This design comes from an exercise in tuning for small area, a short achievable clock period and few clock cycles on the open sky130 flow, not from production work.
The RTL was checked by simulation tests, not by an equivalence proof against the original design.

==> flow/design.v <==
package queen_pkg;
    localparam int MAX_BOARD = 16;
    typedef logic [$clog2(MAX_BOARD)-1:0] coord_t;
    typedef logic [MAX_BOARD-1:0] row_mask_t;
    typedef enum logic [2:0] {
        S_IDLE  = 3'd0,
        S_LOAD  = 3'd1,
        S_BUILD = 3'd2,
        S_PLACE = 3'd3,
        S_BACK  = 3'd4,
        S_EMIT  = 3'd5
    } search_state_t;
endpackage
`timescale 1ns/100ps
module queen_input #(
    parameter int BOARD_N = 12
) (
    input  logic                 in_valid,
    input  queen_pkg::coord_t    col,
    input  logic                 idle,
    input  logic                 accepting,
    output logic                 first_beat,
    output logic [BOARD_N-1:0]   col_we
);
    logic wr_en;
    assign wr_en      = in_valid && accepting;
    assign first_beat = in_valid && idle;
    always_comb begin
        for (int c = 0; c < BOARD_N; c++) begin
            col_we[c] = wr_en && (col == queen_pkg::coord_t'(c));
        end
    end
endmodule
`timescale 1ns/100ps
module queen_attack #(
    parameter int BOARD_N = 12,
    parameter int DW      = 2 * BOARD_N - 1,
    parameter int KILL_D  = 4               
) (
    input  logic [BOARD_N-1:0]   rq,
    input  logic [DW-1:0]        pq,
    input  logic [DW-1:0]        qq,
    input  logic [BOARD_N-1:0]   chk,          
    input  queen_pkg::coord_t    start_q,
    output logic [BOARD_N-1:0]   cand          
);
    logic [BOARD_N-1:0] fr [KILL_D+1];   
    logic [BOARD_N-1:0] kill;            
    always_comb begin
        for (int d = 0; d <= KILL_D; d++) begin
            for (int r = 0; r < BOARD_N; r++) begin
                fr[d][r] = !(rq[r] || pq[(r - d + DW) % DW] || qq[(r + d) % DW]);
            end
        end
    end
    logic [BOARD_N-1:0] pre [1:KILL_D];    
    logic [BOARD_N-1:0] suf [1:KILL_D];    
    always_comb begin
        for (int d = 1; d <= KILL_D; d++) begin
            pre[d][0] = fr[d][0];
            for (int i = 1; i < BOARD_N; i++) begin
                pre[d][i] = pre[d][i-1] || fr[d][i];
            end
            suf[d][BOARD_N-1] = fr[d][BOARD_N-1];
            for (int i = BOARD_N - 2; i >= 0; i--) begin
                suf[d][i] = suf[d][i+1] || fr[d][i];
            end
        end
    end
    always_comb begin
        logic left;
        kill = '0;
        for (int r = 0; r < BOARD_N; r++) begin
            for (int d = 1; d <= KILL_D; d++) begin
                left = 1'b0;
                if (r - d - 1 >= 0)      left = left || pre[d][r - d - 1];
                if (r + d + 1 < BOARD_N) left = left || suf[d][r + d + 1];
                for (int i = r - d + 1; i < r + d; i++) begin
                    if (i >= 0 && i < BOARD_N && i != r) left = left || fr[d][i];
                end
                if (chk[d] && !left) begin
                    kill[r] = 1'b1;
                end
            end
        end
    end
    always_comb begin
        for (int r = 0; r < BOARD_N; r++) begin
            cand[r] = fr[0][r] && !kill[r] && (queen_pkg::coord_t'(r) >= start_q);
        end
    end
endmodule
`timescale 1ns/100ps
module queen_search #(
    parameter int BOARD_N = 12,
    parameter int DW      = 2 * BOARD_N - 1
) (
    input  logic                     clk,
    input  logic                     rst_n,
    input  logic                     in_valid,
    input  queen_pkg::coord_t        row,
    input  logic                     first_beat,
    input  logic [BOARD_N-1:0]       col_we,
    input  logic [BOARD_N-1:0]       cand,
    output logic                     idle,
    output logic                     accepting,
    output logic [BOARD_N-1:0]       rq,
    output logic [DW-1:0]            pq,
    output logic [DW-1:0]            qq,
    output logic [BOARD_N-1:0]       chk,
    output queen_pkg::coord_t        start_q,
    output logic                     busy_d,
    output logic                     emit_d,
    output logic                     nosol_d,
    output queen_pkg::coord_t        head_row
);
    queen_pkg::search_state_t state_q;
    queen_pkg::search_state_t state_d;
    queen_pkg::coord_t        rw_q [BOARD_N];
    logic [BOARD_N-1:0]       fx_q;
    logic [BOARD_N-1:0]       vr_q;
    logic                     searching;
    logic                     emit;
    logic                     cur_fixed;
    logic [BOARD_N-1:0]       pick_oh;
    queen_pkg::coord_t        pick_row;
    logic                     fail;
    logic                     fwd;
    logic                     back;
    logic                     build_step;
    logic                     place;
    queen_pkg::coord_t        prev_row;
    logic [BOARD_N-1:0]       prev_oh;
    logic                     prev_fixed;
    logic                     conflict;
    logic                     last_col;
    logic                     first_col;
    logic [DW-1:0]            pq_back;
    logic [DW-1:0]            qq_back;
    logic [DW-1:0]            prev_oh_w;
    logic [DW-1:0]            add_w;
    logic                     beat;
    logic                     set_b;
    logic                     clr_b;
    assign idle      = (state_q == queen_pkg::S_IDLE);
    assign accepting = idle || (state_q == queen_pkg::S_LOAD);
    assign emit      = (state_q == queen_pkg::S_EMIT);
    assign searching = (state_q == queen_pkg::S_PLACE) || (state_q == queen_pkg::S_BACK);
    assign cur_fixed = fx_q[0];
    assign last_col  = !vr_q[1];
    assign first_col = vr_q[BOARD_N - 1];
    assign chk       = vr_q & ~fx_q;
    always_comb begin
        pick_oh  = '0;
        pick_row = '0;
        for (int r = BOARD_N - 1; r >= 0; r--) begin
            if (cand[r]) begin
                pick_oh     = '0;
                pick_oh[r]  = 1'b1;
                pick_row    = queen_pkg::coord_t'(r);
            end
        end
    end
    assign fail       = (state_q == queen_pkg::S_BACK) || (!cur_fixed && !(|cand));
    assign fwd        = (state_q == queen_pkg::S_PLACE) && !fail;
    assign place      = fwd && !cur_fixed;
    assign build_step = (state_q == queen_pkg::S_BUILD) ||
                        ((state_q == queen_pkg::S_LOAD) && !in_valid);
    assign back       = (searching && fail && !first_col) || build_step;
    assign prev_row   = rw_q[BOARD_N - 1];
    assign prev_fixed = fx_q[BOARD_N - 1];
    always_comb begin
        prev_oh = '0;
        for (int r = 0; r < BOARD_N; r++) begin
            prev_oh[r] = (prev_row == queen_pkg::coord_t'(r));
        end
    end
    assign prev_oh_w = DW'(prev_oh);
    assign add_w     = place ? DW'(pick_oh) : '0;
    assign pq_back  = {pq[0], pq[DW-1:1]};
    assign qq_back  = {qq[DW-2:0], qq[DW-1]};
    assign conflict = prev_fixed && (|(prev_oh & (rq | pq_back[BOARD_N-1:0] | qq_back[BOARD_N-1:0])));
    always_comb begin
        state_d = state_q;
        nosol_d = 1'b0;
        case (state_q)
            queen_pkg::S_IDLE: begin
                if (in_valid) begin
                    state_d = queen_pkg::S_LOAD;
                end
            end
            queen_pkg::S_LOAD: begin
                if (!in_valid) begin
                    state_d = queen_pkg::S_BUILD;
                end
            end
            queen_pkg::S_BUILD: begin
                if (conflict) begin
                    state_d = queen_pkg::S_IDLE;
                    nosol_d = 1'b1;
                end else if (vr_q[BOARD_N - 2]) begin
                    state_d = queen_pkg::S_PLACE;
                end
            end
            queen_pkg::S_PLACE, queen_pkg::S_BACK: begin
                if (fwd) begin
                    state_d = last_col ? queen_pkg::S_EMIT : queen_pkg::S_PLACE;
                end else if (first_col) begin
                    state_d = queen_pkg::S_IDLE;
                    nosol_d = 1'b1;
                end else begin
                    state_d = prev_fixed ? queen_pkg::S_BACK : queen_pkg::S_PLACE;
                end
            end
            queen_pkg::S_EMIT: begin
                if (vr_q[BOARD_N - 2]) begin
                    state_d = queen_pkg::S_IDLE;
                end
            end
            default: state_d = queen_pkg::S_IDLE;
        endcase
    end
    assign busy_d   = (state_d != queen_pkg::S_IDLE) || nosol_d;
    assign emit_d   = (state_d == queen_pkg::S_EMIT);
    assign head_row = rw_q[0];
    always_ff @(posedge clk or negedge rst_n) begin
        if (!rst_n) begin
            state_q <= queen_pkg::S_IDLE;
        end else begin
            state_q <= state_d;
        end
    end
    always_ff @(posedge clk) begin
        if (fwd) begin
            start_q <= '0;
        end else if (searching && !prev_fixed) begin
            start_q <= prev_row + queen_pkg::coord_t'(1);
        end else if (build_step) begin
            start_q <= '0;
        end
    end
    assign beat  = accepting && in_valid;
    assign set_b = build_step && prev_fixed;
    assign clr_b = !build_step && !prev_fixed;
    always_ff @(posedge clk) begin
        if (idle || beat) begin
            vr_q <= '0;
        end else if (fwd) begin
            vr_q <= {1'b0, vr_q[BOARD_N-1:1]};
        end else begin
            vr_q <= {vr_q[BOARD_N-2:0], 1'b1};
        end
    end
    always_ff @(posedge clk) begin
        if (idle || beat) begin
            rq <= '0;
            pq <= '0;
            qq <= '0;
        end else if (fwd) begin
            rq <= rq | add_w[BOARD_N-1:0];
            pq <= {pq[DW-2:0] | add_w[DW-2:0], pq[DW-1] | add_w[DW-1]};
            qq <= {qq[0] | add_w[0], qq[DW-1:1] | add_w[DW-1:1]};
        end else begin
            rq <= (rq & ~(clr_b ? prev_oh : '0)) | (set_b ? prev_oh : '0);
            pq <= (pq_back & ~(clr_b ? prev_oh_w : '0)) | (set_b ? prev_oh_w : '0);
            qq <= (qq_back & ~(clr_b ? prev_oh_w : '0)) | (set_b ? prev_oh_w : '0);
        end
    end
    always_ff @(posedge clk) begin
        if (beat) begin
            for (int c = 0; c < BOARD_N; c++) begin
                if (col_we[c]) begin
                    rw_q[c] <= row;
                    fx_q[c] <= 1'b1;
                end else if (first_beat) begin
                    fx_q[c] <= 1'b0;
                end
            end
        end else if (fwd || emit) begin
            for (int c = 0; c < BOARD_N - 1; c++) begin
                rw_q[c] <= rw_q[c + 1];
                fx_q[c] <= fx_q[c + 1];
            end
            rw_q[BOARD_N - 1] <= place ? pick_row : rw_q[0];
            fx_q[BOARD_N - 1] <= fx_q[0];
        end else begin
            for (int c = 1; c < BOARD_N; c++) begin
                rw_q[c] <= rw_q[c - 1];
                fx_q[c] <= fx_q[c - 1];
            end
            rw_q[0] <= rw_q[BOARD_N - 1];
            fx_q[0] <= fx_q[BOARD_N - 1];
        end
    end
endmodule
`timescale 1ns/100ps
module queen_output (
    input  logic                 clk,
    input  logic                 rst_n,
    input  logic                 busy_d,
    input  logic                 emit_d,
    input  logic                 nosol_d,
    input  queen_pkg::coord_t    head_row,
    output logic                 busy,
    output logic                 out_valid,
    output queen_pkg::coord_t    out,
    output logic                 no_solution
);
    always_ff @(posedge clk or negedge rst_n) begin
        if (!rst_n) begin
            busy        <= 1'b0;
            out_valid   <= 1'b0;
            no_solution <= 1'b0;
        end else begin
            busy        <= busy_d;
            out_valid   <= emit_d;
            no_solution <= nosol_d;
        end
    end
    assign out = out_valid ? head_row : '0;
endmodule
`timescale 1ns/100ps
module queen_top #(
    parameter int BOARD_N = 12
) (
    input  logic   clk,
    input  logic   rst_n,
    input  logic   in_valid,
    input  queen_pkg::coord_t row,
    input  queen_pkg::coord_t col,
    output logic   busy,
    output logic   out_valid,
    output queen_pkg::coord_t out,
    output logic   no_solution
);
    localparam int DW = 2 * BOARD_N - 1;
    logic                 idle;
    logic                 accepting;
    logic                 first_beat;
    logic [BOARD_N-1:0]   col_we;
    logic [BOARD_N-1:0]   cand;
    logic [BOARD_N-1:0]   rq;
    logic [DW-1:0]        pq;
    logic [DW-1:0]        qq;
    logic [BOARD_N-1:0]   chk;
    queen_pkg::coord_t    start_q;
    logic                 busy_d;
    logic                 emit_d;
    logic                 nosol_d;
    queen_pkg::coord_t    head_row;
    queen_input #(.BOARD_N(BOARD_N)) u_queen_input (
        .in_valid   (in_valid),
        .col        (col),
        .idle       (idle),
        .accepting  (accepting),
        .first_beat (first_beat),
        .col_we     (col_we)
    );
    queen_attack #(.BOARD_N(BOARD_N), .DW(DW)) u_queen_attack (
        .rq      (rq),
        .pq      (pq),
        .qq      (qq),
        .chk     (chk),
        .start_q (start_q),
        .cand    (cand)
    );
    queen_search #(.BOARD_N(BOARD_N), .DW(DW)) u_queen_search (
        .clk        (clk),
        .rst_n      (rst_n),
        .in_valid   (in_valid),
        .row        (row),
        .first_beat (first_beat),
        .col_we     (col_we),
        .cand       (cand),
        .idle       (idle),
        .accepting  (accepting),
        .rq         (rq),
        .pq         (pq),
        .qq         (qq),
        .chk        (chk),
        .start_q    (start_q),
        .busy_d     (busy_d),
        .emit_d     (emit_d),
        .nosol_d    (nosol_d),
        .head_row   (head_row)
    );
    queen_output u_queen_output (
        .clk         (clk),
        .rst_n       (rst_n),
        .busy_d      (busy_d),
        .emit_d      (emit_d),
        .nosol_d     (nosol_d),
        .head_row    (head_row),
        .busy        (busy),
        .out_valid   (out_valid),
        .out         (out),
        .no_solution (no_solution)
    );
endmodule
Settings: LEC_CHECK=0, ABC_AREA=1, CAP_MARGIN=20, CORE_MARGIN=2, CORE_UTILIZATION=40, SETUP_SLACK_MARGIN=5, SLEW_MARGIN=20; clock period 8.0 ns.
run.sh (not shown) runs the stock make flow with config.mk's settings and CLKGATE_MAP_FILE= SYNTH_SCRIPT=/design/flow/synth_recipe.tcl, a recipe that flattens the netlist after the stock synthesis.
Testbench counts at the start, summed over its fixed seeds: cycles 28,695.
Change:
--- a/flow/design.v
+++ b/flow/design.v
@@ -36,5 +36,5 @@
     parameter int BOARD_N = 12,
     parameter int DW      = 2 * BOARD_N - 1,
-    parameter int KILL_D  = 4               
+    parameter int KILL_D  = 5               
 ) (
     input  logic [BOARD_N-1:0]   rq,
Die area increases by about 5%.
Final area increases by 4.3%.
Global-route usage increases by 0.19 points.
Cell count increases by 7.6%.
Non-clock buffer count increases by 11.
Testbench counts after the change, summed over its fixed seeds: cycles 28,073.

## what the ideal ports hide
How much do the figures lean on ideal ports? The routed layouts below were timed once more, with nothing changed but the port constraints. Step 1 assumes that a clkbuf_16 drives the clock port and a buf_2 every other input. Step 2 also shifts input and output timing later by t, the mid clock arrival at the registers, as if the neighbouring blocks saw the same clock. Three values: no drivers, after step 1, after step 2; two values: the first two.
run	t (ns)	setup WS [ns]	clock arrival spread, ns	worst register clock-pin slew, ns	worst data-port slew with drivers (ns)
the first run	0.469	5.023 / 4.997 / 4.712	0.008 / 0.008	0.06 / 0.06	0.04
the second run	0.469	5.037 / 5.006 / 4.639	0.014 / 0.014	0.07 / 0.07	0.04
After both steps setup and hold are still met in every run listed. The setup slack of the second run, which loses most, moves by -0.031 ns with the drivers and by -0.398 ns with both steps.
